From an optimization exercise on the open Yosys and OpenROAD flow, aimed at small area and a short achievable clock period; shortcuts taken in it are not production practice. At most, simulation tests tie the RTL to the original design; equivalence was not proved. Function not checked in runs 6 and 7: the RTL went through the layout flow alone. Power and IR drop assume default switching activity.

==> design/flow/design.v <==
`timescale 1ns / 1ps
package rpa_pkg;
	localparam logic [2:0] OP_LERP  = 3'd0;
	localparam logic [2:0] OP_SCALE = 3'd1;
	localparam logic [2:0] OP_ADD   = 3'd2;
	localparam logic [2:0] OP_SUB   = 3'd3;
	localparam logic [2:0] OP_HALF  = 3'd4;
	localparam logic [2:0] OP_QUANT = 3'd5;
endpackage
`timescale 1ns / 1ps
import rpa_pkg::*;
module rpa_lane_dec #(
	parameter int unsigned Width = 5
) (
	input  logic [2:0]         op,
	input  logic               div,
	input  logic               lerp,
	input  logic [Width-1:0]   chan_a,
	input  logic [Width-1:0]   chan_b,
	input  logic               wide_w,
	input  logic [2:0]         depth,
	output logic [Width:0]     mul_x,
	output logic [Width-1:0]   base
);
	localparam logic [Width-1:0] ChanMax = '1;
	logic [Width-1:0] quant;
	logic [Width:0]   sum;
	logic [Width-1:0] half;
	logic [Width-1:0] other;
	logic [Width-1:0] quant_d [0:7];
	for (genvar d = 0; d < 8; d++) begin : g_quant
		localparam int Nd = (d == 0) ? 1 : (d > Width) ? Width : d;
		always_comb begin
			quant_d[d] = '0;
			for (int kk = 0; kk < (1 << Nd); kk++) begin
				if ((chan_a >> (Width - Nd)) == Width'(kk)) begin
					quant_d[d] = Width'((kk * (2 ** Width - 1)) / ((1 << Nd) - 1));
				end
			end
		end
	end
	assign quant = quant_d[depth];
	assign sum  = {1'b0, chan_a} + {1'b0, chan_b};
	assign half = Width'(chan_a[Width-1:1]) + Width'(chan_b[Width-1:1]);
	always_comb begin
		case (op)
			OP_LERP:  other = wide_w ? chan_b : chan_a;
			OP_ADD:   other = sum[Width] ? ChanMax : sum[Width-1:0];
			OP_SUB:   other = (chan_a > chan_b) ? (chan_a - chan_b) : '0;
			OP_HALF:  other = half;
			OP_QUANT: other = quant;
			default:  other = chan_a;
		endcase
	end
	always_comb begin
		if (div) begin
			mul_x = {1'b0, chan_a};
		end else if (lerp) begin
			mul_x = {1'b0, chan_b} - {1'b0, chan_a};
		end else begin
			mul_x = '0;
		end
	end
	assign base = other;
endmodule
module rpa_lane #(
	parameter int unsigned Width = 5
) (
	input  logic             clk,
	input  logic [Width:0]   mul_x,
	input  logic [Width-1:0] base,
	input  logic [15:0]      mul_y,
	input  logic             div_d,
	input  logic [111:0]     den_k,
	input  logic [6:0]       div_k,
	output logic [Width-1:0] chan_out
);
	localparam int unsigned N  = Width + 16;
	localparam int unsigned NR = Width + 2;
	localparam logic [Width-1:0] ChanMax = '1;
	function automatic int rows_at(int level);
		int c;
		c = NR;
		for (int i = 0; i < level; i++) begin
			c = 2 * (c / 3) + c % 3;
		end
		rows_at = c;
	endfunction
	function automatic int levels(int rows);
		int l;
		int c;
		l = 0;
		c = rows;
		for (int i = 0; i < 8; i++) begin
			if (c > 2) begin
				c = 2 * (c / 3) + c % 3;
				l = l + 1;
			end
		end
		levels = l;
	endfunction
	localparam int unsigned NL = levels(NR);
	logic [(NL+1)*NR*N-1:0] lv;
	logic [N-1:0]           s_r, c_r;
	for (genvar i = 0; i < Width; i++) begin : g_pp
		assign lv[i*N +: N] = mul_x[i] ? (N'(mul_y) << i) : '0;
	end
	assign lv[Width*N +: N]     = mul_x[Width] ? ~(N'(mul_y) << Width) : '0;
	assign lv[(Width+1)*N +: N] = (N'(div_d ? '0 : base) << 8) | N'(mul_x[Width]);
	for (genvar l = 0; l < NL; l++) begin : g_lvl
		localparam int C = rows_at(l);
		localparam int G = C / 3;
		for (genvar g = 0; g < G; g++) begin : g_csa
			logic [N-1:0] x, y, z;
			assign x = lv[(l*NR + 3*g)*N +: N];
			assign y = lv[(l*NR + 3*g + 1)*N +: N];
			assign z = lv[(l*NR + 3*g + 2)*N +: N];
			assign lv[((l+1)*NR + 2*g)*N +: N]     = x ^ y ^ z;
			assign lv[((l+1)*NR + 2*g + 1)*N +: N] = ((x & y) | (x & z) | (y & z)) << 1;
		end
		for (genvar r = 3 * G; r < C; r++) begin : g_pass
			assign lv[((l+1)*NR + 2*G + r - 3*G)*N +: N] = lv[(l*NR + r)*N +: N];
		end
	end
	always_ff @(posedge clk) begin
		s_r <= lv[(NL*NR)*N +: N];
		c_r <= lv[(NL*NR + 1)*N +: N];
	end
	logic [N-1:0] st [0:Width];
	logic         ovf [1:Width];
	logic [N-1:0] prod;
	rpa_add #(.NB(N)) u_add (
		.a  (s_r),
		.b  (c_r),
		.sum(prod)
	);
	always_ff @(posedge clk) begin
		st[0] <= prod;
	end
	for (genvar j = 1; j <= Width; j++) begin : g_step
		localparam int K = j;
		logic [15:0]      t;
		logic [Width-1:0] lq;
		logic [17:0]      diff;
		logic             hit;
		logic [N-1:0]     nxt;
		assign t    = st[j-1][N-1:Width];
		assign lq   = st[j-1][Width-1:0];
		rpa_sub #(.NB(17)) u_sub (
			.a        ({t, lq[Width-1]}),
			.b        ({1'b0, den_k[16*K +: 16]}),
			.diff     (diff[16:0]),
			.no_borrow(hit)
		);
		assign diff[17] = 1'b0;
		assign nxt  = {hit ? diff[15:0] : {t[14:0], lq[Width-1]}, lq[Width-2:0], hit};
		logic ovf_in;
		if (j == 1) begin : g_ovf
			rpa_sub #(.NB(16)) u_ovf (
				.a        (t),
				.b        (den_k[16*K +: 16]),
				.diff     (),
				.no_borrow(ovf_in)
			);
		end else begin : g_novf
			assign ovf_in = ovf[j-1];
		end
		if (j < Width) begin : g_reg
			always_ff @(posedge clk) begin
				st[j]  <= nxt;
				ovf[j] <= ovf_in;
			end
		end else begin : g_last
			logic [Width-1:0] res;
			logic [N-1:0]     kept;
			assign kept = {t[14:0], lq, 1'b0};
			always_comb begin
				if (!div_k[K]) begin
					res = kept[2*Width+7:Width+8];
				end else if (ovf_in) begin
					res = ChanMax;
				end else begin
					res = nxt[Width-1:0];
				end
			end
			if (K < 6) begin : g_hold
				always_ff @(posedge clk) begin
					chan_out <= res;
				end
			end else begin : g_out
				assign chan_out = res;
			end
		end
	end
endmodule
module rpa_sub #(
	parameter int unsigned NB = 17
) (
	input  logic [NB-1:0] a,
	input  logic [NB-1:0] b,
	output logic [NB-1:0] diff,
	output logic          no_borrow
);
	function automatic int levels(int n);
		int l;
		l = 0;
		for (int i = 0; i < 8; i++) begin
			if ((1 << l) < n) begin
				l = l + 1;
			end
		end
		levels = l;
	endfunction
	localparam int unsigned NP = NB + 1;
	localparam int unsigned L  = levels(NP);
	logic [NP-1:0] g [0:L];
	logic [NP-1:0] p [0:L];
	assign g[0] = {a & ~b, 1'b1};
	assign p[0] = {a ^ ~b, 1'b0};
	for (genvar l = 0; l < L; l++) begin : g_lvl
		for (genvar i = 0; i < NP; i++) begin : g_bit
			if (((i >> l) & 1) == 1) begin : g_join
				localparam int J = ((i >> l) << l) - 1;
				assign g[l+1][i] = g[l][i] | (p[l][i] & g[l][J]);
				assign p[l+1][i] = p[l][i] & p[l][J];
			end else begin : g_keep
				assign g[l+1][i] = g[l][i];
				assign p[l+1][i] = p[l][i];
			end
		end
	end
	assign diff      = p[0][NB:1] ^ g[L][NB-1:0];
	assign no_borrow = g[L][NB];
endmodule
module rpa_add #(
	parameter int unsigned NB = 22
) (
	input  logic [NB-1:0] a,
	input  logic [NB-1:0] b,
	output logic [NB-1:0] sum
);
	function automatic int levels(int n);
		int l;
		l = 0;
		for (int i = 0; i < 8; i++) begin
			if ((1 << l) < n) begin
				l = l + 1;
			end
		end
		levels = l;
	endfunction
	localparam int unsigned L = levels(NB);
	logic [NB-1:0] g [0:L];
	logic [NB-1:0] p [0:L];
	assign g[0] = a & b;
	assign p[0] = a ^ b;
	for (genvar l = 0; l < L; l++) begin : g_lvl
		for (genvar i = 0; i < NB; i++) begin : g_bit
			if (((i >> l) & 1) == 1) begin : g_join
				localparam int J = ((i >> l) << l) - 1;
				assign g[l+1][i] = g[l][i] | (p[l][i] & g[l][J]);
				assign p[l+1][i] = p[l][i] & p[l][J];
			end else begin : g_keep
				assign g[l+1][i] = g[l][i];
				assign p[l+1][i] = p[l][i];
			end
		end
	end
	assign sum = p[0] ^ {g[L][NB-2:0], 1'b0};
endmodule
`timescale 1ns / 1ps
import rpa_pkg::*;
module rpa_merge #(
	parameter int unsigned Depth = 8
) (
	input  logic        clk,
	input  logic        arst_n,
	input  logic        valid,
	input  logic [15:0] color,
	input  logic        out_ready,
	output logic        out_valid,
	output logic [15:0] color_out,
	output logic        accept_ok
);
	function automatic int addr_bits(int n);
		int b;
		b = 1;
		for (int i = 1; i < 16; i++) begin
			if ((1 << i) < n) begin
				b = i + 1;
			end
		end
		addr_bits = b;
	endfunction
	localparam int unsigned AW = addr_bits(Depth);
	logic [15:0]   mem [0:Depth-1];
	logic [AW-1:0] wr_ptr;
	logic [AW-1:0] rd_ptr;
	logic [AW:0]   count;
	logic          out_free;
	logic          fifo_empty;
	logic          pop;
	logic          push;
	assign accept_ok  = !out_valid || out_ready;
	assign out_free   = accept_ok;
	assign fifo_empty = (count == '0);
	assign pop        = out_free && !fifo_empty;
	assign push       = valid && !(out_free && fifo_empty);
	always_ff @(posedge clk or negedge arst_n) begin
		if (!arst_n) begin
			wr_ptr    <= '0;
			rd_ptr    <= '0;
			count     <= '0;
			out_valid <= 1'b0;
		end else begin
			if (push) begin
				wr_ptr <= wr_ptr + 1'b1;
			end
			if (pop) begin
				rd_ptr <= rd_ptr + 1'b1;
			end
			count <= count + (AW+1)'(push) - (AW+1)'(pop);
			if (out_free) begin
				out_valid <= valid || !fifo_empty;
			end
		end
	end
	always_ff @(posedge clk) begin
		if (out_free) begin
			color_out <= fifo_empty ? color : mem[rd_ptr];
		end
	end
	for (genvar i = 0; i < Depth; i++) begin : g_mem
		always_ff @(posedge clk) begin
			if (push && wr_ptr == AW'(i)) begin
				mem[i] <= color;
			end
		end
	end
endmodule
`timescale 1ns / 1ps
import rpa_pkg::*;
module rgb565_pixel_alu_top (
	input  logic        clk,
	input  logic        arst_n,
	input  logic        in_valid,
	output logic        in_ready,
	input  logic [2:0]  in_op,
	input  logic [15:0] in_color_a,
	input  logic [15:0] in_color_b,
	input  logic [8:0]  in_weight,
	input  logic [15:0] in_scale_num,
	input  logic [15:0] in_scale_den,
	input  logic [2:0]  in_red_depth,
	input  logic [2:0]  in_green_depth,
	input  logic [2:0]  in_blue_depth,
	output logic        out_valid,
	input  logic        out_ready,
	output logic [15:0] out_color
);
	logic        accept_ok;
	logic        div_c;
	logic        lerp_c;
	logic [15:0] y_c;
	logic [5:0]  xr_c, xb_c;
	logic [6:0]  xg_c;
	logic [4:0]  br_c, bb_c;
	logic [5:0]  bg_c;
	logic        valid_d;
	logic        div_d;
	logic [15:0] y_d;
	logic [15:0] den_d;
	logic [5:0]  xr_d, xb_d;
	logic [6:0]  xg_d;
	logic [4:0]  br_d, bb_d;
	logic [5:0]  bg_d;
	logic        valid_a;
	logic        div_a;
	logic [15:0] den_a;
	logic [6:0]   valid_k;
	logic [6:0]   div_k;
	logic [111:0] den_k;
	logic [4:0]  red, blue;
	logic [5:0]  green;
	assign in_ready = accept_ok;
	assign div_c  = (in_op == OP_SCALE) && (in_scale_den != 16'd0);
	assign lerp_c = (in_op == OP_LERP) && !in_weight[8];
	assign y_c    = (in_op == OP_SCALE) ? in_scale_num : {8'd0, in_weight[7:0]};
	rpa_lane_dec #(.Width(5)) u_dec_r (
		.op(in_op), .div(div_c), .lerp(lerp_c),
		.chan_a(in_color_a[15:11]), .chan_b(in_color_b[15:11]),
		.wide_w(in_weight[8]), .depth(in_red_depth), .mul_x(xr_c), .base(br_c));
	rpa_lane_dec #(.Width(6)) u_dec_g (
		.op(in_op), .div(div_c), .lerp(lerp_c),
		.chan_a(in_color_a[10:5]), .chan_b(in_color_b[10:5]),
		.wide_w(in_weight[8]), .depth(in_green_depth), .mul_x(xg_c), .base(bg_c));
	rpa_lane_dec #(.Width(5)) u_dec_b (
		.op(in_op), .div(div_c), .lerp(lerp_c),
		.chan_a(in_color_a[4:0]), .chan_b(in_color_b[4:0]),
		.wide_w(in_weight[8]), .depth(in_blue_depth), .mul_x(xb_c), .base(bb_c));
	always_ff @(posedge clk or negedge arst_n) begin
		if (!arst_n) begin
			valid_d <= 1'b0;
			valid_a <= 1'b0;
			valid_k <= '0;
		end else begin
			valid_d <= in_valid && accept_ok;
			valid_a <= valid_d;
			valid_k <= {valid_k[5:1], valid_a, 1'b0};
		end
	end
	always_ff @(posedge clk) begin
		div_d <= div_c;
		y_d   <= y_c;
		den_d <= in_scale_den;
		xr_d  <= xr_c;
		xg_d  <= xg_c;
		xb_d  <= xb_c;
		br_d  <= br_c;
		bg_d  <= bg_c;
		bb_d  <= bb_c;
		div_a <= div_d;
		den_a <= div_d ? den_d : 16'hFFFF;
		div_k <= {div_k[5:1], div_a, 1'b0};
		den_k <= {den_k[95:16], den_a, 16'd0};
	end
	rpa_lane #(.Width(5)) u_lane_r (
		.clk(clk), .mul_x(xr_d), .base(br_d), .mul_y(y_d), .div_d(div_d),
		.den_k(den_k), .div_k(div_k), .chan_out(red));
	rpa_lane #(.Width(6)) u_lane_g (
		.clk(clk), .mul_x(xg_d), .base(bg_d), .mul_y(y_d), .div_d(div_d),
		.den_k(den_k), .div_k(div_k), .chan_out(green));
	rpa_lane #(.Width(5)) u_lane_b (
		.clk(clk), .mul_x(xb_d), .base(bb_d), .mul_y(y_d), .div_d(div_d),
		.den_k(den_k), .div_k(div_k), .chan_out(blue));
	rpa_merge #(.Depth(8)) u_merge (
		.clk      (clk),
		.arst_n   (arst_n),
		.valid    (valid_k[6]),
		.color    ({red, green, blue}),
		.out_ready(out_ready),
		.out_valid(out_valid),
		.color_out(out_color),
		.accept_ok(accept_ok)
	);
endmodule
==> design/flow/run.sh <==
#!/bin/bash
# synth_recipe.tcl (not shown) runs the flow's synth.tcl, then flattens the netlist and writes it again
# the make line also repeats each setting of config.mk as NAME=value (left out here)
make -C /OpenROAD-flow-scripts/flow DESIGN_CONFIG=/design/flow/config.mk WORK_HOME=/design/flow/orfs CLKGATE_MAP_FILE= SYNTH_SCRIPT=/design/flow/synth_recipe.tcl finish
==> design/flow/config.mk <==
export PLATFORM = sky130hd
export DESIGN_NAME = rgb565_pixel_alu_top
export DESIGN_NICKNAME = rgb565_pixel_alu_top
export VERILOG_FILES = /design/flow/design.v
export SDC_FILE = /design/flow/constraint.sdc
export NUM_CORES = 4
export LEC_CHECK = 0
export CAP_MARGIN = 20
export CORE_MARGIN = 2
export CORE_UTILIZATION = 65
export CTS_CLUSTER_DIAMETER = 150
export CTS_CLUSTER_SIZE = 24
export PLACE_DENSITY = 0.72
export SETUP_SLACK_MARGIN = 3.25
export SLEW_MARGIN = 20
==> design/flow/constraint.sdc <==
create_clock -name core_clock -period 6.3 [get_ports {clk}]
set_input_delay 1.2600 -clock core_clock [delete_from_list [all_inputs] [get_ports {clk}]]
set_output_delay 1.2600 -clock core_clock [all_outputs]
set_load 0.01 [all_outputs]
==> results of run 1 <==
==> flip-flops by register name (all words and copies together), names as in the netlist, 6 cells and up <==
register / flops
valid_k: 6
u_lane_g.st: 132
u_merge.mem: 128
den_d: 16
xb_d: 6
u_lane_b.st: 105
y_d: 16
u_lane_b.c_r: 19
u_lane_r.st: 105
bg_d: 6
u_lane_r.s_r: 21
u_lane_g.s_r: 22
u_lane_r.c_r: 19
xr_d: 6
u_lane_g.c_r: 20
div_k: 6
xg_d: 7
u_lane_b.s_r: 21
den_k: 96
den_a: 16
u_merge.color_out: 16
==> through the flow <==
step                hold WS [ns]  util [%]  setup slack, ns  instances  power (mW)
floorplan                  0.310         -             3.21       4475        9.77
global placement           0.310      67.9             2.17       5412        10.9
detailed placement         0.312      67.9             2.13       5412        11.0
CTS                        0.317      70.0             3.24       5472        13.9
global route               0.325      70.8             3.17       5502        14.6
finish                     0.321      70.8             3.28       5503        13.9
==> layout make-up <==
class                           count  share of cell area, %
Antenna cell                        2                0.00991
Sequential cell                   837                   36.4
Inverter                          486                   3.65
Timing Repair Buffer              157                   2.89
Clock buffer                       51                   2.06
Tap cell                          950                   2.35
Clock inverter                      4                  0.141
Multi-Input combinational cell   3016                   52.5
==> cells by family (layout without fill, tap and decap cells) <==
kind of cell,after synthesis,after routing,share of synthesized area (%)
muxes,66,66,1.88
other,0,2,0
adders and majority gates,763,763,24.7
and+or+nand+nor,1115,1117,12.4
AOI/OAI and AO/OA,853,854,12.3
xor gates and xnor gates,216,216,4.04
DFF,837,837,39.1
buffers and inverters,625,698,5.61
==> critical path: cells and delay by family, from the launching register on <==
family | cells | cell delay (ns)
multiplexers | 1 | 0.30
AND/OR/NAND/NOR | 2 | 0.84
flip-flops | 1 | 0.40
adder cells (fa/ha/maj) | 1 | 0.23
buffers and inverters | 2 | 0.31
AO/OA/AOI/OAI | 3 | 0.79
==> power breakdown <==
part	internal [mW]	switching, mW
Clock	1.19	1.66
Sequential	6.43	0.685
Combinational	1.75	2.14
==> layout by cell type (no fill, tap or decap), types with 28 or more instances in the layout <==
| cell | netlist | routed |
|---|---|---|
| edfxtp_1 | 144 | 144 |
| dfxtp_1 | 674 | 627 |
| nand2_1 | 128 | 126 |
| nor2b_1 | 36 | 34 |
| clkbuf_16 | 0 | 40 |
| dfxtp_2 | 0 | 29 |
| a21oi_2 | 48 | 59 |
| mux2_4 | 41 | 41 |
| and3_1 | 34 | 28 |
| a211oi_1 | 36 | 36 |
| fa_1 | 272 | 270 |
| nor2_1 | 330 | 329 |
| xnor2_1 | 98 | 98 |
| or3_1 | 34 | 29 |
| and2_1 | 261 | 259 |
| nor3_1 | 79 | 78 |
| xor2_1 | 118 | 118 |
| a21oi_1 | 248 | 237 |
| nand2b_1 | 99 | 98 |
| inv_1 | 484 | 477 |
| o21a_1 | 53 | 52 |
| clkdlybuf4s50_1 | 0 | 79 |
| a21o_1 | 59 | 59 |
| o21ai_0 | 158 | 138 |
| ha_1 | 491 | 480 |
| buf_4 | 0 | 42 |
| or2_2 | 44 | 44 |
==> worst max path at each step <==
stage / start / endpoint / cells after the start
floorplan: in_color_a[7] / bg_d[5] / 10
global placement: in_color_a[7] / bg_d[5] / 11
detailed placement: in_color_a[8] / bg_d[1] / 11
CTS: out_ready / in_ready / 4
global route: den_k[66] / u_lane_g.st[4][18] / 10
finish: den_k[19] / u_lane_r.st[1][10] / 9
==> layer usage <==
layer	vias up	part of all wire, %	track usage [%]
met3	189	3.1	2.56
met1	15100	41	34.2
met5	-	0	0
met2	584	52	52.9
li1	15200	-	-
met4	0	3.4	8.76
==> timing repair <==
| item | in CTS | in global routing |
|---|---|---|
| endpoints found under the setup margin | 324 | 156 |
| gates resized for setup | 159 | 100 |
| pin swaps | 4 | 10 |
| buffers inserted | 5 | 26 |
| gates cloned | 0 | 3 |
==> cell usage after synthesis, drive strengths merged (34+ instances only) <==
| master | n | area share [%] |
|---|---|---|
| dfxtp | 674 | 29 |
| ha | 491 | 13 |
| inv | 484 | 3.9 |
| nor2 | 342 | 2.8 |
| a21oi | 296 | 3.5 |
| fa | 272 | 12 |
| and2 | 261 | 3.5 |
| o21ai | 160 | 1.7 |
| edfxtp | 144 | 9.2 |
| nand2 | 128 | 1.0 |
| xor2 | 118 | 2.2 |
| nand2b | 99 | 1.3 |
| xnor2 | 98 | 1.8 |
| clkbuf | 87 | 0.70 |
| nor3 | 79 | 0.84 |
| a21o | 59 | 0.95 |
| mux2 | 54 | 1.6 |
| o21a | 53 | 0.85 |
| buf | 52 | 1.0 |
| or3 | 46 | 0.74 |
| or2 | 44 | 0.59 |
| a211oi | 37 | 0.60 |
| nor2b | 36 | 0.48 |
| and3 | 34 | 0.45 |
==> reports/results.txt, run 1 <==
cts hold-fix bufs = 0
Clock Path Buffers = 3
CTS tree = built
mapped cell area = 46800 um2
layout cell share with drive strength beyond 1 = 9.82%
total track usage = 28.2%
vias in the first global route = 31800
drt initial violations = 1638
Die Y = 272 um
Seq/Total Area, Yosys = 39.1%
post-synthesis net count = 5327
CORE AREA = 71400 um2
sequential cell area = 18400 um2
Post-DRT Antenna Nets = 0
first-pass GRT wire length = 166 mm
die area = 74200 um2
placed inst area = 48500 um2
Post-route DRC = 0
worst-path fanout max = 21
routed wire length = 105 mm
syn avg cell area = 10.5 um2
root buf cell = clkbuf_16
die width = 272 um
I/O Pins = 107
worst rel slew slack = 32.4%
clock slew at reported path FFs = 0.09 ns
most frequent CP cell = or3_4
MaxCap Viol Count = 0
final hold violation count = 0
top_reg_cell synth = dfxtp_1
Unique masters post-synth = 73
Via Count = 31100
crit path DAT = 3.50 ns
largest net degree at the start of global routing = 36
fmax = 332 MHz
critical path type = reg -> reg
fin crit share = 47.9%
Worst Hold Path Cells = 0
Synth Register Bits = 837
# setup viols final = 0
1st-pass router iterations = 8
Clock Skews = 0.0423 ns
WL/cell = 19.1 um
Worst Tran Pin Value = 1.01 ns
RSZ-0062 raised after global routing = true
Tmin final = 3.02 ns
P per Cell Area = 274 nW/um2
r2r endpoint = u_lane_r.st[1][10]
Initial Utilization = 65.6%
initial antenna violation count = 5
Worst Hold Class = reg -> reg
fin area = 50500 um2
Placer Congestion = 0.894
Area Overhead vs Synth = 7.82%
final setup TNS = 0 ns
register-to-register setup slack = 3.28 ns
Synth warnings = 25
R2R Path Start = den_k[19]
HPWL after DPL = 81.0 mm
status = no timing/DRC/antenna violations
fillers = 5359
end of the worst hold path = den_k[16]
maximum VDD drop = 0.282 mV
cell breakdown of the critical path = clkinvlp_4, ha_1, or3_4, o211ai_4, a311oi_4, o311a_1, or3_4, buf_6, mux2_4
min-delay src = den_a[0]
CP peak stage delay = 0.43 ns
GRT overflow = 0
EDFF count, synth = 144
Pins Over Slew Limit = 0
IO buf count = 106
# H-tree levels = 2
multi-input combinational cell area = 26500 um2
critical path data required time = 6.79 ns
Gate Count Post-Synth = 4475
CTS Buf Count = 40
Worst path slowest cell = or3_4
ys async rst share = 2.27%
Nets = 5390
R2R depth = 9
Leakage = 23.9 nW
CTS sink count = 837
# rows = 98
Via-to-Cell Ratio = 5.65
Clk Latency, worst-skew pair = 0.63 ns
startpoint types = flop
Critical Path Sink Type = flop
==> run 2, diff against run 1 <==
--- a/design/flow/config.mk
+++ b/design/flow/config.mk
@@ -8,8 +8,8 @@
 export CAP_MARGIN = 20
 export CORE_MARGIN = 2
-export CORE_UTILIZATION = 65
+export CORE_UTILIZATION = 75
 export CTS_CLUSTER_DIAMETER = 150
 export CTS_CLUSTER_SIZE = 24
-export PLACE_DENSITY = 0.72
-export SETUP_SLACK_MARGIN = 3.25
+export PLACE_DENSITY = 0.82
+export SETUP_SLACK_MARGIN = 3.3
 export SLEW_MARGIN = 20
==> reports/results.txt, run 2 <==
placed inst area = 48400 um2
Seq/Total Area, Yosys = 39.1%
end of the worst hold path = den_k[25]
most frequent CP cell = fa_1
CP peak stage delay = 0.61 ns
die width = 254 um
Synth area leaders = dfxtp_1 (29%), ha_1 (13%), fa_1 (12%)
R2R depth = 7
worst rel slew slack = 21.5%
mapped cell area = 46800 um2
die area = 64500 um2
1st-pass router iterations = 7
Placer Congestion = 0.912
initial antenna violation count = 3
Worst Path Buf+Inv = 2
Synth area leader = dfxtp_1
P per Cell Area = 276 nW/um2
Clock Path Buffers = 3
status = no timing/DRC/antenna violations
Pins Over Slew Limit = 0
DP Worst Slack = 2.21 ns
syn avg cell area = 10.5 um2
Post-route DRC = 0
vias in the first global route = 33600
# setup viols final = 0
Synth warnings = 25
Worst Hold Class = reg -> reg
Worst Hold Path Cells = 0
R2R Path Start = xg_d[5]
CTS tree = built
top-count cell post-synth = dfxtp_1
final setup TNS = 0 ns
overall power = 14.0 mW
Via-to-Cell Ratio = 6.00
fmax = 331 MHz
drt initial violations = 2302
CTS Buf Count = 40
Die Y = 254 um
Worst Tran Pin Value = 1.17 ns
register-to-register setup slack = 3.28 ns
CP top delay family = adder cells
post-synthesis net count = 5327
critical path data required time = 6.78 ns
Area Overhead vs Synth = 8.40%
Synth Register Bits = 837
Top Registers = u_lane_g.st (132), u_merge.mem (128)
CORE AREA = 61700 um2
Initial Utilization = 75.9%
critical path type = reg -> reg
crit path DAT = 3.50 ns
Largest register FFs = 132
routed wire length = 112 mm
final hold violation count = 0
most frequent cells in the layout = dfxtp_1 (623), ha_1 (476), inv_1 (474)
total track usage = 34.1%
GRT overflow = 0
layout cell share with drive strength beyond 1 = 10.9%
# rows = 91
min-delay src = den_a[9]
Clk Latency, worst-skew pair = 0.61 ns
EDFF count, synth = 144
fillers = 3635
startpoint types = flop
r2r endpoint = u_lane_g.s_r[11]
WL/cell = 20.7 um
Unique masters post-synth = 73
cts hold-fix bufs = 0
area share of the leading cell type in the synthesized netlist = 28.8%
ys async rst share = 2.27%
Critical Path Sink Type = flop
cell breakdown of the critical path = and2_1, fa_1, inv_1, fa_1, fa_1, inv_1, fa_1
Clock Skews = 0.0174 ns
worst-path fanout max = 16
Synth top cells by count = dfxtp_1 (674), ha_1 (491), inv_1 (484)
Tmin final = 3.02 ns
root buf cell = clkbuf_16
MaxCap Viol Count = 0
clock slew at reported path FFs = 0.10 ns
most common cell after layout, fill and taps aside = dfxtp_1
maximum VDD drop = 0.219 mV
first-pass GRT wire length = 172 mm
Leakage = 24.0 nW
crit path from = xg_d[5]
RSZ-0062 raised after global routing = true
Reg with most FFs = u_lane_g.st
largest net degree at the start of global routing = 36
HPWL after DPL = 81.7 mm
fin worst setup slack = 3.28 ns
top_reg_cell synth = dfxtp_1
Via Count = 32500
Worst path slowest cell = dfxtp_2
Post-DRT Antenna Nets = 0
I/O Pins = 107
Nets = 5418
IO buf count = 106
fin crit share = 47.9%
Gate Count Post-Synth = 4475
# H-tree levels = 2
CTS sink count = 837
fin area = 50800 um2
run 2: logic make-up (layout without fill, tap and decap cells):
logic type / after synthesis / after routing / synth area share (%)
flops: 837 / 837 / 39.1
fa+ha+maj: 763 / 763 / 24.7
compound gates: 853 / 853 / 12.3
other cells: 0 / 2 / 0
buf+inv: 625 / 720 / 5.61
simple gates: 1115 / 1124 / 12.4
mux: 66 / 66 / 1.88
xor+xnor: 216 / 216 / 4.04
run 2: metal layers:
layer / global-route usage, % / part of all wire [%]
met1: 40.5 / 39
met2: 62.1 / 51
met3: 4.05 / 5.3
met4: 14.9 / 4.7
met5: 0 / 0
run 2: how the worst max path moves through the flow:
| stage | to | slack, ns | cells after the start |
|---|---|---|---|
| after floorplan | bg_d[1] | 3.26 | 12 |
| after global placement | bb_d[0] | 2.20 | 10 |
| after detailed placement | bb_d[0] | 2.21 | 10 |
| after CTS | in_ready | 3.25 | 4 |
| after global routing | u_lane_b.s_r[12] | 3.19 | 8 |
| final | u_lane_g.s_r[11] | 3.28 | 7 |
run 2: area by class of cell:
cell class              instances  area, um2  share of cell area (%)
multi-input cells            3022      26700                    52.6
diodes                          2       5.00                 0.00986
inverters                     486       1860                    3.65
well taps                     837       1050                    2.06
clock buffers                  51       1040                    2.05
clock inverters                 4       50.0                  0.0986
flip-flops and latches        837      18400                    36.3
repair buffers                179       1630                    3.21
run 2: metrics by stage:
step	util (%)	instances	hold slack (ns)
finish	82.3	5418	0.326
global placement	78.4	5297	0.310
CTS	80.8	5360	0.330
floorplan	-	4475	0.310
detailed placement	78.4	5297	0.312
global route	82.3	5416	0.335
run 2: worst reg2reg max path: stages, from the launching register on:
cell and delay, ns:
dfxtp_2 0.61, and2_1 0.25, fa_1 0.42, inv_1 0.08, fa_1 0.44, fa_1 0.55, inv_1 0.06, fa_1 0.48
run 2: power breakdown:
group	switching, mW	total (mW)	internal [mW]
Combinational	2.27	4.06	1.79
Sequential	0.690	7.12	6.43
Clock	1.67	2.86	1.19
run 2: timing repair:
action	4_1_cts	5_1_grt
pin swaps	12	29
gates cloned	4	5
resized for setup	170	132
setup buffers	4	51
endpoints found under the setup margin	323	208
==> run 3, diff against run 2 <==
--- a/design/flow/config.mk
+++ b/design/flow/config.mk
@@ -8,8 +8,8 @@
 export CAP_MARGIN = 20
 export CORE_MARGIN = 2
-export CORE_UTILIZATION = 75
+export CORE_UTILIZATION = 55
 export CTS_CLUSTER_DIAMETER = 150
 export CTS_CLUSTER_SIZE = 24
-export PLACE_DENSITY = 0.82
+export PLACE_DENSITY = 0.66
 export SETUP_SLACK_MARGIN = 3.3
 export SLEW_MARGIN = 20
==> reports/results.txt, run 3 <==
Clock Path Buffers = 3
critical path data required time = 6.86 ns
overall power = 13.9 mW
Post-route DRC = 0
fin crit share = 47.3%
# H-tree levels = 2
Nets = 5429
die area = 87500 um2
Tmin final = 2.98 ns
Logic pwr share = 28.2%
final setup TNS = 0 ns
drt initial violations = 1702
top_reg_cell synth = dfxtp_1
fmax = 336 MHz
most frequent CP cell = fa_1
Synth Register Bits = 837
status = no timing/DRC/antenna violations
Synth area leaders = dfxtp_1 (29%), ha_1 (13%), fa_1 (12%)
crit path from = y_d[8]
Worst Hold Path Cells = 0
Seq pwr share = 51.0%
maximum VDD drop = 0.194 mV
CP top delay family = adder cells
area share of the leading cell type in the synthesized netlist = 28.8%
Leakage = 24.1 nW
first-pass GRT wire length = 172 mm
# setup viols final = 0
Top Registers = u_lane_g.st (132), u_merge.mem (128)
top-count cell post-synth = dfxtp_1
Area Overhead vs Synth = 9.80%
EDFF count, synth = 144
initial antenna violation count = 8
cts hold-fix bufs = 0
CTS Buf Count = 40
clock slew at reported path FFs = 0.11 ns
routed wire length = 110 mm
final hold violation count = 0
Largest register FFs = 132
end of the worst hold path = u_lane_b.st[3][2]
Clock Skews = 0.0241 ns
Seq/Total Area, Yosys = 39.1%
HPWL after DPL = 82.4 mm
Gate Count Post-Synth = 4475
P per Cell Area = 271 nW/um2
post-synthesis net count = 5327
RSZ-0062 raised after global routing = true
fin area = 51400 um2
CTS tree = built
layout cell share with drive strength beyond 1 = 11.4%
largest net degree at the start of global routing = 46
Via Count = 31200
die width = 296 um
R2R Path Start = y_d[8]
Worst Path Buf+Inv = 3
Placer Congestion = 0.863
r2r endpoint = u_lane_r.s_r[9]
R2R depth = 8
cell breakdown of the critical path = clkbuf_8, and2_1, fa_1, inv_1, fa_1, inv_1, fa_1, fa_1
Worst Hold Class = reg -> reg
worst rel slew slack = 32.6%
total track usage = 25.1%
share of power burned in the clock network = 20.8%
WL/cell = 19.3 um
most frequent cells in the layout = dfxtp_1 (621), ha_1 (479), inv_1 (474)
min-delay src = u_lane_b.st[2][1]
# rows = 107
Reg with most FFs = u_lane_g.st
Pins Over Slew Limit = 0
Worst Tran Pin Value = 1.01 ns
MaxCap Viol Count = 0
most common cell after layout, fill and taps aside = dfxtp_1
1st-pass router iterations = 6
Synth warnings = 25
Int Power = 9.39 mW
mapped cell area = 46800 um2
Unique masters post-synth = 73
Post-DRT Antenna Nets = 0
Synth area leader = dfxtp_1
Initial Utilization = 55.3%
I/O Pins = 107
IO buf count = 106
crit path DAT = 3.54 ns
Psw = 4.54 mW
Die Y = 296 um
root buf cell = clkbuf_16
Clk Latency, worst-skew pair = 0.63 ns
Sw Ratio = 32.6%
ys async rst share = 2.27%
Worst path slowest cell = fa_1
vias in the first global route = 31700
critical path type = reg -> reg
CTS sink count = 837
Synth top cells by count = dfxtp_1 (674), ha_1 (491), inv_1 (484)
placed inst area = 48800 um2
syn avg cell area = 10.5 um2
startpoint types = flop
CORE AREA = 84700 um2
CP peak stage delay = 0.54 ns
Critical Path Sink Type = flop
Via-to-Cell Ratio = 5.45
GRT overflow = 0
register-to-register setup slack = 3.32 ns
worst-path fanout max = 9
==> run 3: cell count changes in the layout (fill, tap and decap cells not counted), sizes merged, moves of 2 or more <==
cell and change:
dlymetal6s2s -2, or3 -3, buf +13, clkdlybuf4s50 +2, inv -4, clkinv +3
==> run 3: cell families (layout without fill, tap and decap cells) <==
group / Yosys count / in the layout / share of synthesized area [%]
and+or+nand+nor: 1115 / 1121 / 12.4
AOI/OAI and AO/OA: 853 / 853 / 12.3
DFF: 837 / 837 / 39.1
adders and majority gates: 763 / 763 / 24.7
buffers and inverters: 625 / 734 / 5.61
xor gates and xnor gates: 216 / 216 / 4.04
muxes: 66 / 66 / 1.88
other: 0 / 1 / 0
==> run 3: worst register-to-register path: stages (launching register included) <==
cell      delay [ns]
dfxtp_4         0.38
clkbuf_8        0.18
and2_1          0.17
fa_1            0.49
inv_1           0.06
fa_1            0.53
inv_1           0.06
fa_1            0.50
fa_1            0.54
==> run 3: layout make-up <==
class / count / area, um2
fill: 7241 / 33300
inverter: 486 / 1860
clock buffer: 51 / 1040
tap: 1144 / 1430
timing repair buffer: 193 / 1860
clock inverter: 4 / 81.3
antenna: 1 / 2.50
multi-input combinational: 3019 / 26700
sequential: 837 / 18400
==> run 3: stage by stage <==
stage          utilization, %  cells  worst slack [ns]  hold slack, ns
3_5_place_dp             57.6   5611              2.19           0.312
5_1_grt                  60.7   5734              3.23           0.338
6_report                 60.7   5735              3.32           0.323
2_1_floorplan               -   4475              3.26           0.310
4_1_cts                  59.8   5689              3.24           0.325
3_3_place_gp             57.6   5609              1.94           0.310
==> run 3: worst max-delay path by stage <==
stage | endpoint | slack [ns] | cells past startpoint
floorplan | bg_d[1] | 3.26 | 12
global placement | xb_d[1] | 1.94 | 5
detailed placement | bb_d[0] | 2.19 | 9
CTS | in_ready | 3.24 | 4
global route | u_lane_g.s_r[6] | 3.23 | 7
finish | u_lane_r.s_r[9] | 3.32 | 8
==> run 3: layer usage <==
layer	track usage (%)	wire (um)
met3	2.05	3320
met5	0	13
met2	45.5	55900
met1	32.4	48600
met4	5.93	2690
==> run 3: timing repair <==
item                                    in CTS  in global routing
endpoints found under the setup margin     343                207
gates resized for setup                    190                129
cloned                                       2                  4
pin swaps                                   13                 49
setup buffers                               21                 41
endpoints found under the hold margin        0                  0
==> run 3: power by group through the flow <==
| stage | clock network [mW] | logic [mW] | registers, mW |
|---|---|---|---|
| after global routing | 3.16 | 4.44 | 7.21 |
| final | 2.90 | 3.92 | 7.11 |
| after global placement | 0 | 3.69 | 7.23 |
| after detailed placement | 0 | 3.76 | 7.24 |
| after floorplan | 0 | 2.86 | 6.92 |
| after CTS | 2.99 | 3.86 | 7.12 |
==> run 4, diff against run 3 <==
--- a/design/flow/config.mk
+++ b/design/flow/config.mk
@@ -6,10 +6,11 @@
 export NUM_CORES = 4
 export LEC_CHECK = 0
+export ABC_AREA = 1
 export CAP_MARGIN = 20
 export CORE_MARGIN = 2
-export CORE_UTILIZATION = 55
+export CORE_UTILIZATION = 65
 export CTS_CLUSTER_DIAMETER = 150
 export CTS_CLUSTER_SIZE = 24
-export PLACE_DENSITY = 0.66
+export PLACE_DENSITY = 0.72
 export SETUP_SLACK_MARGIN = 3.3
 export SLEW_MARGIN = 20
==> reports/results.txt, run 4 <==
Top Registers = u_lane_g.st (132), u_merge.mem (128)
Via-to-Cell Ratio = 5.35
CORE AREA = 76100 um2
Ant. Diodes = 0
Gate Count Post-Synth = 6109
final hold violation count = 0
Largest register FFs = 132
post-synthesis net count = 6961
Via Count = 38600
sequential cell area = 18400 um2
critical path type = in -> out
Reg with most FFs = u_lane_g.st
maximum VDD drop = 0.192 mV
Inst Count DP = 7117
crit path from = out_ready
Synth Register Bits = 837
worst rel slew slack = 30.1%
placed inst area = 51800 um2
# H-tree levels = 2
MaxCap Viol Count = 0
Core Util, Final = 70.3%
critical path data required time = 5.04 ns
# rows = 101
Pins Over Slew Limit = 0
Synth area leaders = dfxtp_1 (27%), nand2_1 (13%), ha_1 (12%)
CTS tree = built
Die Y = 281 um
P per Cell Area = 255 nW/um2
crit path DAT = 1.71 ns
I/O Pins = 107
status = no timing/DRC/antenna violations
HPWL after DPL = 98.2 mm
Clock Skews = 0.0361 ns
most frequent cells in the layout = nand2_1 (1691), inv_1 (1053), dfxtp_1 (639)
largest net degree at the start of global routing = 33
fmax = 337 MHz
fin area = 53500 um2
CTS sink count = 837
startpoint types = primary input
initial antenna violation count = 1
clock slew at reported path FFs = 0.10 ns
fin worst setup slack = 3.33 ns
Seq/Total Area, Yosys = 36.6%
total track usage = 31.7%
worst-path fanout max = 2
IO buf count = 106
most common cell after layout, fill and taps aside = nand2_1
GRT overflow = 0
overall power = 13.7 mW
Unique masters post-synth = 48
Clk Latency, worst-skew pair = 0.63 ns
fillers = 6209
CTS Buf Count = 40
# setup viols final = 0
drt initial violations = 2248
layout cell share with drive strength beyond 1 = 5.59%
final setup TNS = 0 ns
Tmin final = 2.97 ns
min-delay src = den_a[11]
WL/cell = 17.2 um
Initial Utilization = 65.7%
die area = 79100 um2
Non-Filler Instances = 7205
DP Worst Slack = 2.27 ns
Hold WS = 0.324 ns
Post-route DRC = 0
root buf cell = clkbuf_16
cts hold-fix bufs = 0
die width = 281 um
area share of the leading cell type in the synthesized netlist = 27.0%
Placer Congestion = 0.928
RSZ-0062 raised after global routing = true
Clock Path Buffers = 3
Synth top cells by count = nand2_1 (1695), inv_1 (1058), dfxtp_1 (674)
routed wire length = 124 mm
first-pass GRT wire length = 197 mm
Area Overhead vs Synth = 7.02%
mapped cell area = 50000 um2
Critical Path Sink Type = output pin
top_reg_cell synth = dfxtp_1
Leakage = 29.7 nW
1st-pass router iterations = 7
Nets = 7013
Worst Hold Class = reg -> reg
syn avg cell area = 8.18 um2
vias in the first global route = 38300
multi-input combinational cell area = 27200 um2
Worst Tran Pin Value = 1.05 ns
ys async rst share = 2.27%
R2R Path Start = y_d[7]
Synth warnings = 25
EDFF count, synth = 144
top-count cell post-synth = nand2_1
Post-DRT Antenna Nets = 0
fin crit share = 47.1%
Synth area leader = dfxtp_1
run 4: cell count changes in the layout (fill, tap and decap cells not counted), sizes merged, moves of 39 or more:
cell / delta
nand2b: -99
nand2: +1621
o21ai: -44
mux2: -54
a21o: -49
xor2: -71
buf: -39
nand3: +436
inv: +579
a21oi: -47
and2: -258
or3: -52
o21a: -53
run 4: worst paths after layout:
check / end / slack, ns / depth (start not counted)
min: den_k[27] / 0.32 / 0
max in group asynchronous: valid_d / 4.64 / 1
max: in_ready / 3.33 / 4
max reg2reg: u_lane_g.s_r[7] / 3.37 / 8
min in group asynchronous: valid_k[4] / 1.12 / 1
min reg2reg: den_k[27] / 0.32 / 0
run 4: cell type report:
type / count / share of cell area [%]
clock buffer: 52 / 1.96
clock inverter: 4 / 0.0935
inverter: 1068 / 7.57
multi-input combinational: 4059 / 50.8
sequential: 837 / 34.4
tap: 1030 / 2.41
timing repair buffer: 153 / 2.80
timing repair inverter: 2 / 0.0187
run 4: cells by family after synthesis:
kind of cell / after synthesis / share of synthesized area (%)
AND/OR/NAND/NOR: 2708 / 23.1
flip-flops: 837 / 36.6
adder cells (fa/ha/maj): 763 / 23.2
buffers and inverters: 1213 / 9.47
AO/OA/AOI/OAI: 478 / 5.69
XOR/XNOR: 110 / 1.93
run 4: report_power, final:
part	switching (mW)	internal [mW]
clock	1.70	1.19
combinational	2.33	1.47
sequential	0.650	6.33
total	4.67	8.99
run 4: critical path: stages:
cell and delay [ns]:
buf_6 0.09, nor2_4 0.17, inv_8 0.06, buf_6 0.12
run 4: repair_timing:
item | in CTS | in global routing
hold endpoints to repair | 0 | 0
resized for setup | 65 | 70
setup buffers | 8 | 20
cloned | 1 | 2
setup endpoints to repair | 227 | 161
pin swaps | 1 | 2
run 4: routing by layer:
| layer | part of all wire (%) | GRT usage, % | up-vias |
|---|---|---|---|
| met5 | 0.011 | 0 | - |
| met4 | 5.0 | 14.0 | 2 |
| met3 | 4.3 | 3.42 | 329 |
| met2 | 51 | 58.7 | 990 |
| met1 | 40 | 36.9 | 18100 |
| li1 | - | - | 19100 |
==> run 5, diff against run 4 <==
--- a/design/flow/config.mk
+++ b/design/flow/config.mk
@@ -6,5 +6,4 @@
 export NUM_CORES = 4
 export LEC_CHECK = 0
-export ABC_AREA = 1
 export CAP_MARGIN = 20
 export CORE_MARGIN = 2
==> reports/results.txt, run 5 <==
Placer Congestion = 0.899
Clk Latency, worst-skew pair = 0.61 ns
worst-path fanout max = 4
Tmin final = 2.98 ns
maximum VDD drop = 0.264 mV
initial antenna violation count = 5
most frequent CP cell = fa_1
Top Registers = u_lane_g.st (132), u_merge.mem (128)
Post-DRT Antenna Nets = 0
Synth top cells by count = dfxtp_1 (674), ha_1 (491), inv_1 (484)
Clock Path Buffers = 3
multi-input combinational cell area = 26600 um2
fmax = 335 MHz
root buf cell = clkbuf_16
Worst Path Buf+Inv = 4
Nets = 5429
first-pass GRT wire length = 170 mm
total track usage = 28.9%
P per Cell Area = 272 nW/um2
Area Overhead vs Synth = 9.14%
routed wire length = 108 mm
RSZ-0062 raised after global routing = true
CP top delay family = adder cells
register-to-register setup slack = 3.32 ns
Seq/Total Area, Yosys = 39.1%
ys async rst share = 2.27%
critical path data required time = 6.86 ns
Worst Tran Pin Value = 1.03 ns
Worst path slowest cell = fa_1
HPWL after DPL = 81.6 mm
critical path type = reg -> reg
startpoint types = flop
IO buf count = 106
Via Count = 31600
Non-Filler Instances = 5542
cell breakdown of the critical path = buf_12, buf_4, and2_1, fa_1, inv_1, fa_1, inv_1, fa_1, fa_1
top-count cell post-synth = dfxtp_1
Initial Utilization = 65.6%
# rows = 98
1st-pass router iterations = 5
worst rel slew slack = 31.5%
Clock Skews = 0.0266 ns
die area = 74200 um2
fin crit share = 47.4%
Reg with most FFs = u_lane_g.st
vias in the first global route = 32200
mapped cell area = 46800 um2
Post-route DRC = 0
post-synthesis net count = 5327
Synth area leaders = dfxtp_1 (29%), ha_1 (13%), fa_1 (12%)
I/O Pins = 107
Critical Path Sink Type = flop
final hold violation count = 0
CTS tree = built
largest net degree at the start of global routing = 36
# setup viols final = 0
sequential cell area = 18500 um2
MaxCap Viol Count = 0
Synth area leader = dfxtp_1
Via-to-Cell Ratio = 5.70
# H-tree levels = 2
die width = 272 um
Inst Count DP = 5416
status = no timing/DRC/antenna violations
crit path DAT = 3.54 ns
syn avg cell area = 10.5 um2
Core Util, Final = 71.6%
Unique masters post-synth = 73
GRT overflow = 0
Pins Over Slew Limit = 0
CORE AREA = 71400 um2
Gate Count Post-Synth = 4475
most frequent cells in the layout = dfxtp_1 (623), ha_1 (473), inv_1 (471)
CP peak stage delay = 0.54 ns
Largest register FFs = 132
Leakage = 24.1 nW
CTS sink count = 837
area share of the leading cell type in the synthesized netlist = 28.8%
Synth Register Bits = 837
clock slew at reported path FFs = 0.10 ns
WL/cell = 19.6 um
drt initial violations = 1812
Die Y = 272 um
fillers = 5357
Synth warnings = 25
top_reg_cell synth = dfxtp_1
most common cell after layout, fill and taps aside = dfxtp_1
final setup TNS = 0 ns
EDFF count, synth = 144
layout cell share with drive strength beyond 1 = 11.3%
CTS Buf Count = 40
Worst Hold Class = reg -> reg
-- run 5: timing repair --
item / CTS / global route
pin swaps: 14 / 42
resized for setup: 175 / 154
setup buffers: 11 / 52
hold buffers: 0 / 0
endpoints found under the setup margin: 327 / 221
gates cloned: 2 / 4
-- run 5: where the power goes --
part / leakage [nW] / internal [mW] / switching, mW
Clock: 0.536 / 1.20 / 1.67
Combinational: 16.4 / 1.79 / 2.18
Sequential: 7.12 / 6.42 / 0.671
Total: 24.1 / 9.41 / 4.52
-- run 5: kinds of logic (layout without fill, tap and decap cells) --
group,after synthesis,in the layout,share of synthesized area (%)
muxes,66,66,1.88
DFF,837,837,39.1
xor gates and xnor gates,216,216,4.04
other,0,1,0
and+or+nand+nor,1115,1119,12.4
adders and majority gates,763,763,24.7
buffers and inverters,625,737,5.61
AOI/OAI and AO/OA,853,853,12.3
-- run 5: worst register-to-register path: cells and delay by family, from the launching register on --
kind	cells	cell delay, ns
flip-flops	1	0.38
buffers and inverters	4	0.37
AND/OR/NAND/NOR	1	0.14
adder cells (fa/ha/maj)	4	2.03
-- run 5: worst paths after layout --
kind	startpoint	to	cells past startpoint
max in group asynchronous	arst_n	u_merge.rd_ptr[2]	1
min in group asynchronous	arst_n	u_merge.rd_ptr[2]	1
hold reg to reg	u_lane_b.st[1][3]	u_lane_b.st[2][4]	0
setup / recovery	y_d[6]	u_lane_r.s_r[8]	9
setup reg to reg	y_d[6]	u_lane_r.s_r[8]	9
hold / removal	u_lane_b.st[1][3]	u_lane_b.st[2][4]	0
-- run 5: area by class of cell --
class	instances	share of cell area, %
well taps	950	2.33
inverters	486	3.64
clock buffers	53	2.07
repair buffers	195	3.67
flip-flops and latches	837	36.1
multi-input cells	3017	52.1
diodes	1	0.00490
clock inverters	3	0.0881
-- run 5: per-stage QoR --
step / power [mW] / instance area, um2 / hold WS (ns) / worst slack, ns
after detailed placement: 11.0 / 48600 / 0.312 / 2.13
after floorplan: 9.78 / 47000 / 0.310 / 3.26
after global routing: 14.7 / 51100 / 0.328 / 3.26
after CTS: 13.9 / 50100 / 0.318 / 3.25
after global placement: 10.9 / 48600 / 0.310 / 2.10
final: 13.9 / 51100 / 0.322 / 3.32
-- run 5: metal layers --
metal	global-route usage (%)	vias up	routed length, um
met5	0	-	0
met4	9.56	0	3840
met3	2.57	183	3330
met2	53.9	604	56600
met1	35.0	15500	44700
li1	-	15300	-
==> run 6, diff against run 5 <==
--- a/design/flow/design.v
+++ b/design/flow/design.v
@@ -72,6 +72,7 @@
 	input  logic [15:0]      mul_y,
 	input  logic             div_d,
-	input  logic [111:0]     den_k,
-	input  logic [6:0]       div_k,
+	input  logic [95:0]      den_k,
+	input  logic [17:0]      den3,
+	input  logic [5:0]       div_k,
 	output logic [Width-1:0] chan_out
 );
@@ -127,6 +128,6 @@
 		c_r <= lv[(NL*NR + 1)*N +: N];
 	end
-	logic [N-1:0] st [0:Width];
-	logic         ovf [1:Width];
+	logic [N-1:0] st [0:4];
+	logic         ovf [1:4];
 	logic [N-1:0] prod;
 	rpa_add #(.NB(N)) u_add (
@@ -138,21 +139,18 @@
 		st[0] <= prod;
 	end
-	for (genvar j = 1; j <= Width; j++) begin : g_step
+	for (genvar j = 1; j <= 4; j++) begin : g_step
 		localparam int K = j;
 		logic [15:0]      t;
 		logic [Width-1:0] lq;
-		logic [17:0]      diff;
+		logic [16:0]      diff;
 		logic             hit;
-		logic [N-1:0]     nxt;
-		assign t    = st[j-1][N-1:Width];
-		assign lq   = st[j-1][Width-1:0];
+		assign t  = st[j-1][N-1:Width];
+		assign lq = st[j-1][Width-1:0];
 		rpa_sub #(.NB(17)) u_sub (
 			.a        ({t, lq[Width-1]}),
 			.b        ({1'b0, den_k[16*K +: 16]}),
-			.diff     (diff[16:0]),
+			.diff     (diff),
 			.no_borrow(hit)
 		);
-		assign diff[17] = 1'b0;
-		assign nxt  = {hit ? diff[15:0] : {t[14:0], lq[Width-1]}, lq[Width-2:0], hit};
 		logic ovf_in;
 		if (j == 1) begin : g_ovf
@@ -166,29 +164,57 @@
 			assign ovf_in = ovf[j-1];
 		end
-		if (j < Width) begin : g_reg
-			always_ff @(posedge clk) begin
-				st[j]  <= nxt;
-				ovf[j] <= ovf_in;
-			end
-		end else begin : g_last
-			logic [Width-1:0] res;
-			logic [N-1:0]     kept;
-			assign kept = {t[14:0], lq, 1'b0};
-			always_comb begin
-				if (!div_k[K]) begin
-					res = kept[2*Width+7:Width+8];
-				end else if (ovf_in) begin
-					res = ChanMax;
-				end else begin
-					res = nxt[Width-1:0];
-				end
-			end
-			if (K < 6) begin : g_hold
-				always_ff @(posedge clk) begin
-					chan_out <= res;
-				end
-			end else begin : g_out
-				assign chan_out = res;
-			end
+		always_ff @(posedge clk) begin
+			st[j]  <= {hit ? diff[15:0] : {t[14:0], lq[Width-1]}, lq[Width-2:0], hit};
+			ovf[j] <= ovf_in;
+		end
+	end
+	localparam int unsigned R = Width - 4;
+	logic [15:0]      t5;
+	logic [Width-1:0] lq5;
+	logic [N-1:0]     kept;
+	logic [Width-1:0] quo;
+	assign t5   = st[4][N-1:Width];
+	assign lq5  = st[4][Width-1:0];
+	assign kept = {st[4][N-1-R:0], {R{1'b0}}};
+	if (R == 1) begin : g_r2
+		logic hit;
+		rpa_sub #(.NB(17)) u_cmp (
+			.a        ({t5, lq5[Width-1]}),
+			.b        ({1'b0, den_k[16*5 +: 16]}),
+			.diff     (),
+			.no_borrow(hit)
+		);
+		assign quo = {lq5[Width-2:0], hit};
+	end else begin : g_r4
+		logic [17:0] h;
+		logic        ge1, ge2, ge3;
+		assign h = {t5, lq5[Width-1:Width-2]};
+		rpa_sub #(.NB(18)) u_cmp1 (
+			.a        (h),
+			.b        ({2'b0, den_k[16*5 +: 16]}),
+			.diff     (),
+			.no_borrow(ge1)
+		);
+		rpa_sub #(.NB(18)) u_cmp2 (
+			.a        (h),
+			.b        ({1'b0, den_k[16*5 +: 16], 1'b0}),
+			.diff     (),
+			.no_borrow(ge2)
+		);
+		rpa_sub #(.NB(18)) u_cmp3 (
+			.a        (h),
+			.b        (den3),
+			.diff     (),
+			.no_borrow(ge3)
+		);
+		assign quo = {lq5[Width-3:0], ge2, ge3 | (ge1 & !ge2)};
+	end
+	always_comb begin
+		if (!div_k[5]) begin
+			chan_out = kept[2*Width+7:Width+8];
+		end else if (ovf[4]) begin
+			chan_out = ChanMax;
+		end else begin
+			chan_out = quo;
 		end
 	end
@@ -315,8 +341,8 @@
 		end else begin
 			if (push) begin
-				wr_ptr <= wr_ptr + 1'b1;
+				wr_ptr <= (wr_ptr == AW'(Depth - 1)) ? '0 : wr_ptr + 1'b1;
 			end
 			if (pop) begin
-				rd_ptr <= rd_ptr + 1'b1;
+				rd_ptr <= (rd_ptr == AW'(Depth - 1)) ? '0 : rd_ptr + 1'b1;
 			end
 			count <= count + (AW+1)'(push) - (AW+1)'(pop);
@@ -378,7 +404,8 @@
 	logic        div_a;
 	logic [15:0] den_a;
-	logic [6:0]   valid_k;
-	logic [6:0]   div_k;
-	logic [111:0] den_k;
+	logic [5:0]   valid_k;
+	logic [5:0]   div_k;
+	logic [95:0]  den_k;
+	logic [17:0]  den3;
 	logic [4:0]  red, blue;
 	logic [5:0]  green;
@@ -407,5 +434,5 @@
 			valid_d <= in_valid && accept_ok;
 			valid_a <= valid_d;
-			valid_k <= {valid_k[5:1], valid_a, 1'b0};
+			valid_k <= {valid_k[4:1], valid_a, 1'b0};
 		end
 	end
@@ -422,20 +449,21 @@
 		div_a <= div_d;
 		den_a <= div_d ? den_d : 16'hFFFF;
-		div_k <= {div_k[5:1], div_a, 1'b0};
-		den_k <= {den_k[95:16], den_a, 16'd0};
+		div_k <= {div_k[4:1], div_a, 1'b0};
+		den_k <= {den_k[79:16], den_a, 16'd0};
+		den3  <= 18'(den_k[79:64]) + {1'b0, den_k[79:64], 1'b0};
 	end
 	rpa_lane #(.Width(5)) u_lane_r (
 		.clk(clk), .mul_x(xr_d), .base(br_d), .mul_y(y_d), .div_d(div_d),
-		.den_k(den_k), .div_k(div_k), .chan_out(red));
+		.den_k(den_k), .den3(den3), .div_k(div_k), .chan_out(red));
 	rpa_lane #(.Width(6)) u_lane_g (
 		.clk(clk), .mul_x(xg_d), .base(bg_d), .mul_y(y_d), .div_d(div_d),
-		.den_k(den_k), .div_k(div_k), .chan_out(green));
+		.den_k(den_k), .den3(den3), .div_k(div_k), .chan_out(green));
 	rpa_lane #(.Width(5)) u_lane_b (
 		.clk(clk), .mul_x(xb_d), .base(bb_d), .mul_y(y_d), .div_d(div_d),
-		.den_k(den_k), .div_k(div_k), .chan_out(blue));
-	rpa_merge #(.Depth(8)) u_merge (
+		.den_k(den_k), .den3(den3), .div_k(div_k), .chan_out(blue));
+	rpa_merge #(.Depth(7)) u_merge (
 		.clk      (clk),
 		.arst_n   (arst_n),
-		.valid    (valid_k[6]),
+		.valid    (valid_k[5]),
 		.color    ({red, green, blue}),
 		.out_ready(out_ready),
--- a/design/flow/config.mk
+++ b/design/flow/config.mk
@@ -8,8 +8,8 @@
 export CAP_MARGIN = 20
 export CORE_MARGIN = 2
-export CORE_UTILIZATION = 65
+export CORE_UTILIZATION = 55
 export CTS_CLUSTER_DIAMETER = 150
 export CTS_CLUSTER_SIZE = 24
-export PLACE_DENSITY = 0.72
+export PLACE_DENSITY = 0.66
 export SETUP_SLACK_MARGIN = 3.3
 export SLEW_MARGIN = 20
==> reports/results.txt, run 6 <==
simple-gate share of the synthesized area = 12.6%
main combinational cell family by area after synthesis = adder cells
CTS tree = built
ys async rst share = 2.29%
# rows = 106
P per Cell Area = 263 nW/um2
Initial Utilization = 55.4%
final hold violation count = 0
Gate Count Post-Synth = 4475
total track usage = 26.3%
Largest register FFs = 112
I/O Pins = 107
top_reg_cell synth = dfxtp_1
Synth Area in Adders = 25.6%
most common cell after layout, fill and taps aside = dfxtp_1
# H-tree levels = 2
Non-Filler Instances = 5741
Tmin final = 3.00 ns
drt initial violations = 1610
fin crit share = 47.7%
routed wire length = 116 mm
RSZ-0062 raised after global routing = true
Clock Skews = 0.0245 ns
Via Count = 31500
Top Registers = u_merge.mem (112), u_lane_g.st (110)
top-count cell post-synth = dfxtp_1
die area = 86200 um2
Inst Count DP = 5561
IO buf count = 106
Worst Tran Pin Value = 1.09 ns
worst rel slew slack = 27.1%
fmax = 333 MHz
Post-route DRC = 0
Worst Hold Class = reg -> reg
HPWL after DPL = 84.4 mm
mapped cell area = 46100 um2
largest net degree at the start of global routing = 34
Reg with most FFs = u_merge.mem
WL/cell = 20.2 um
syn avg cell area = 10.3 um2
Placer Congestion = 0.912
Synth area leaders = dfxtp_1 (28%), ha_1 (14%), fa_1 (12%)
cts hold-fix bufs = 0
Synth top cells by count = dfxtp_1 (641), ha_1 (513), inv_1 (483)
startpoint types = flop
Die Y = 294 um
# setup viols final = 0
CORE AREA = 83300 um2
critical path type = reg -> reg
vias in the first global route = 32400
post-synthesis compound-gate area fraction = 13.2%
Pins Over Slew Limit = 0
first-pass GRT wire length = 178 mm
status = no timing/DRC/antenna violations
initial antenna violation count = 2
Unique masters post-synth = 82
CTS Buf Count = 38
cell breakdown of the critical path = clkbuf_16, and2_1, fa_1, inv_1, fa_1, inv_1, fa_2, fa_1
most frequent CP cell = fa_1
crit path DAT = 3.51 ns
Worst path slowest cell = fa_2
maximum VDD drop = 0.207 mV
Critical Path Sink Type = flop
Nets = 5521
Clk Latency, worst-skew pair = 0.62 ns
Post-DRT Antenna Nets = 0
root buf cell = clkbuf_16
Synth area leader = dfxtp_1
Seq/Total Area, Yosys = 37.1%
final setup TNS = 0 ns
most frequent cells in the layout = dfxtp_1 (585), ha_1 (486), inv_1 (460)
critical path data required time = 6.80 ns
Via-to-Cell Ratio = 5.49
placed inst area = 48200 um2
layout cell share with drive strength beyond 1 = 14.9%
Clock Path Buffers = 3
1st-pass router iterations = 5
worst-path fanout max = 7
die width = 294 um
CTS sink count = 787
area share of the leading cell type in the synthesized netlist = 27.8%
mux contribution to synthesized area = 1.94%
MaxCap Viol Count = 0
EDFF count, synth = 128
Area Overhead vs Synth = 12.2%
Synth Area in XOR/XNOR = 4.08%
CP peak stage delay = 0.58 ns
Synth Register Bits = 787
post-synthesis net count = 5347
Synth warnings = 28
clock slew at reported path FFs = 0.11 ns
GRT overflow = 0
fin area = 51800 um2
Leakage = 24.1 nW
-- run 6: final cells by class --
class,instances,area (um2)
Fill cell,6937,31500
Sequential cell,787,17300
Antenna cell,1,2.50
Clock buffer,47,985
Multi-Input combinational cell,3081,27700
Tap cell,1080,1350
Clock inverter,4,63.8
Timing Repair Buffer,252,2540
Inverter,489,1890
-- run 6: timing repair --
action                     4_1_cts  5_1_grt
pin swaps                       40       83
cloned                          12        6
setup endpoints to repair      409      208
buffers inserted                75       35
resized for setup              232      200
-- run 6: cell families after synthesis --
logic type / Yosys count
adders and majority gates: 783
and+or+nand+nor: 1110
AOI/OAI and AO/OA: 890
buffers and inverters: 616
muxes: 74
xor gates and xnor gates: 215
DFF: 787
-- run 6: metrics by stage --
| stage | setup WS, ns | hold slack, ns | power (mW) | util [%] |
|---|---|---|---|---|
| global placement | 2.16 | 0.310 | 10.6 | 57.8 |
| global route | 3.19 | 0.327 | 14.5 | 62.2 |
| CTS | 3.12 | 0.313 | 13.6 | 60.8 |
| floorplan | 3.30 | 0.310 | 9.44 | - |
| finish | 3.30 | 0.314 | 13.6 | 62.2 |
| detailed placement | 2.12 | 0.312 | 10.7 | 57.8 |
-- run 6: power breakdown --
part / internal (mW) / switching [mW] / total, mW
combinational: 1.88 / 2.34 / 4.22
clock: 1.13 / 1.61 / 2.74
sequential: 6.01 / 0.667 / 6.68
-- run 6: path summary, 6_finish.rpt --
path,slack (ns),from,depth (start not counted),endpoint
min reg2reg,0.31,u_lane_r.st[3][2],0,u_lane_r.st[4][3]
min,0.31,u_lane_r.st[3][2],0,u_lane_r.st[4][3]
max in group asynchronous,4.55,arst_n,1,u_merge.rd_ptr[0]
max reg2reg,3.30,y_d[11],8,u_lane_b.s_r[11]
max,3.30,y_d[11],8,u_lane_b.s_r[11]
min in group asynchronous,1.14,arst_n,1,u_merge.rd_ptr[2]
-- run 6: worst max-delay path: cells and delay by family (launching register included) --
family	cells	cell delay, ns
buf+inv	3	0.28
flops	1	0.40
fa+ha+maj	4	2.03
simple gates	1	0.17
-- run 6: per-layer routing --
metal | vias up | GRT usage [%] | part of all wire (%)
li1 | 15400 | - | -
met3 | 197 | 2.26 | 2.8
met5 | - | 0 | 0.012
met4 | 2 | 7.75 | 4.1
met2 | 584 | 49.3 | 51
met1 | 15300 | 32.1 | 42
==> run 7, diff against run 6 <==
--- a/design/flow/config.mk
+++ b/design/flow/config.mk
@@ -8,8 +8,8 @@
 export CAP_MARGIN = 20
 export CORE_MARGIN = 2
-export CORE_UTILIZATION = 55
+export CORE_UTILIZATION = 65
 export CTS_CLUSTER_DIAMETER = 150
 export CTS_CLUSTER_SIZE = 24
-export PLACE_DENSITY = 0.66
+export PLACE_DENSITY = 0.72
 export SETUP_SLACK_MARGIN = 3.3
 export SLEW_MARGIN = 20
==> reports/results.txt, run 7 <==
status = no timing/DRC/antenna violations
most common cell after layout, fill and taps aside = dfxtp_1
CORE AREA = 70100 um2
Seq/Total Area, Yosys = 37.1%
# setup viols final = 0
Leakage = 24.3 nW
most frequent cells in the layout = dfxtp_1 (582), ha_1 (476), inv_1 (458)
sequential cell area = 17300 um2
vias in the first global route = 32600
Gate Count Post-Synth = 4475
1st-pass router iterations = 5
drt initial violations = 1798
maximum VDD drop = 0.184 mV
RSZ-0062 raised after global routing = true
MaxCap Viol Count = 0
Via-to-Cell Ratio = 5.71
Die Y = 270 um
met3 WL = 4.18 mm
Largest register FFs = 112
Reg with most FFs = u_merge.mem
critical path type = reg -> reg
Synth top cells by count = dfxtp_1 (641), ha_1 (513), inv_1 (483)
Top Registers = u_merge.mem (112), u_lane_g.st (110)
startpoint types = flop
worst rel slew slack = 42.6%
Clock Path Buffers = 3
largest net degree at the start of global routing = 35
CTS sink count = 787
final hold violation count = 0
CP peak stage delay = 0.37 ns
fin crit share = 47.7%
HPWL after DPL = 82.3 mm
WL/cell = 20.2 um
WL met1 = 45.2 mm
root buf cell = clkbuf_16
top_reg_cell synth = dfxtp_1
CTS tree = built
# H-tree levels = 2
routed wire length = 114 mm
critical path data required time = 6.81 ns
Initial Utilization = 65.8%
Via Count = 32100
Synth warnings = 28
syn avg cell area = 10.3 um2
worst-path fanout max = 14
total track usage = 29.8%
Tmin final = 3.00 ns
Clk Latency, worst-skew pair = 0.61 ns
final setup TNS = 0 ns
Unique masters post-synth = 82
DR top layer = met5
fillers = 5009
fin worst setup slack = 3.30 ns
# rows = 97
Worst Hold Class = reg -> reg
first-pass GRT wire length = 173 mm
EDFF count, synth = 128
GRT overflow = 0
die width = 270 um
initial antenna violation count = 3
crit path DAT = 3.51 ns
Area Overhead vs Synth = 12.9%
Synth Register Bits = 787
Nets = 5545
ys async rst share = 2.29%
die area = 73100 um2
cts hold-fix bufs = 0
post-synthesis net count = 5347
IO buf count = 106
Post-DRT Antenna Nets = 0
clock slew at reported path FFs = 0.09 ns
multi-input combinational cell area = 27700 um2
Placer Congestion = 0.906
Critical Path Sink Type = flop
layout cell share with drive strength beyond 1 = 16.2%
Worst Tran Pin Value = 0.861 ns
Synth area leader = dfxtp_1
Synth area leaders = dfxtp_1 (28%), ha_1 (14%), fa_1 (12%)
CTS Buf Count = 38
Clock Skews = 0.0341 ns
mapped cell area = 46100 um2
cell breakdown of the critical path = clkinvlp_4, buf_4, ha_4, nor2_1, a21oi_2, o41ai_4, a21oi_2, o21a_2, o41ai_4, buf_4, o211ai_1, buf_4, buf_6, a21oi_2
Routed met2 length = 58.9 mm
DP Worst Slack = 2.02 ns
fmax = 333 MHz
I/O Pins = 107
P per Cell Area = 264 nW/um2
Post-route DRC = 0
area share of the leading cell type in the synthesized netlist = 27.8%
Pins Over Slew Limit = 0
Worst path slowest cell = dfxtp_4
top-count cell post-synth = dfxtp_1
## run 7: cell families (layout without fill, tap and decap cells)
| group | Yosys count | in the layout | synth area share [%] |
|---|---|---|---|
| simple gates | 1110 | 1111 | 12.6 |
| compound gates | 890 | 890 | 13.2 |
| flops | 787 | 787 | 37.1 |
| fa+ha+maj | 783 | 783 | 25.6 |
| buf+inv | 616 | 824 | 5.48 |
| xor+xnor | 215 | 215 | 4.08 |
| mux | 74 | 74 | 1.94 |
| other cells | 0 | 1 | 0 |
## run 7: layout make-up
type | count | share of cell area (%)
multi-input combinational | 3073 | 53.2
sequential | 787 | 33.2
timing repair buffer | 284 | 5.68
inverter | 489 | 3.62
tap | 940 | 2.26
clock buffer | 48 | 1.94
clock inverter | 3 | 0.0696
antenna | 1 | 0.00480
## run 7: critical path, delay by kind of cell (launching register included)
family / cells / cell delay (ns)
AOI/OAI and AO/OA: 7 / 1.39
buffers and inverters: 5 / 0.87
DFF: 1 / 0.37
adders and majority gates: 1 / 0.15
and+or+nand+nor: 1 / 0.13
## run 7: metrics by stage
step           cells  power, mW  util (%)  hold WS (ns)  instance area [um2]
2_1_floorplan   4475       9.44         -         0.310                46300
3_3_place_gp    5417       10.5      68.4         0.310                48000
3_5_place_dp    5417       10.7      68.4         0.312                48000
4_1_cts         5548       13.5      71.8         0.315                50400
5_1_grt         5624       14.5      74.3         0.319                52100
6_report        5625       13.7      74.3         0.312                52100
## run 7: final timing paths
| path | start | end | slack [ns] | cells past startpoint |
|---|---|---|---|---|
| max | den_k[17] | u_lane_g.st[1][10] | 3.30 | 14 |
| min | den_a[5] | den_k[21] | 0.31 | 0 |
| max reg2reg | den_k[17] | u_lane_g.st[1][10] | 3.30 | 14 |
| min reg2reg | den_a[5] | den_k[21] | 0.31 | 0 |
| max in group asynchronous | arst_n | u_merge.rd_ptr[0] | 4.59 | 1 |
| min in group asynchronous | arst_n | u_merge.rd_ptr[2] | 1.14 | 1 |
## run 7: power by group
part / switching [mW] / total (mW) / internal, mW
logic: 2.41 / 4.36 / 1.95
clock network: 1.57 / 2.72 / 1.15
registers: 0.660 / 6.67 / 6.01
total: 4.64 / 13.7 / 9.10
## run 7: repair_timing
item / 4_1_cts / 5_1_grt
resized for setup: 234 / 252
setup endpoints to repair: 422 / 219
gates cloned: 8 / 9
setup buffers: 72 / 66
pin swaps: 49 / 94
hold endpoints to repair: 0 / 0
## run 7: per-layer routing
layer | up-vias | global-route usage, %
met5 | - | 0
met4 | 4 | 11.1
met3 | 278 | 2.86
met2 | 776 | 55.4
met1 | 15600 | 35.6
li1 | 15500 | -
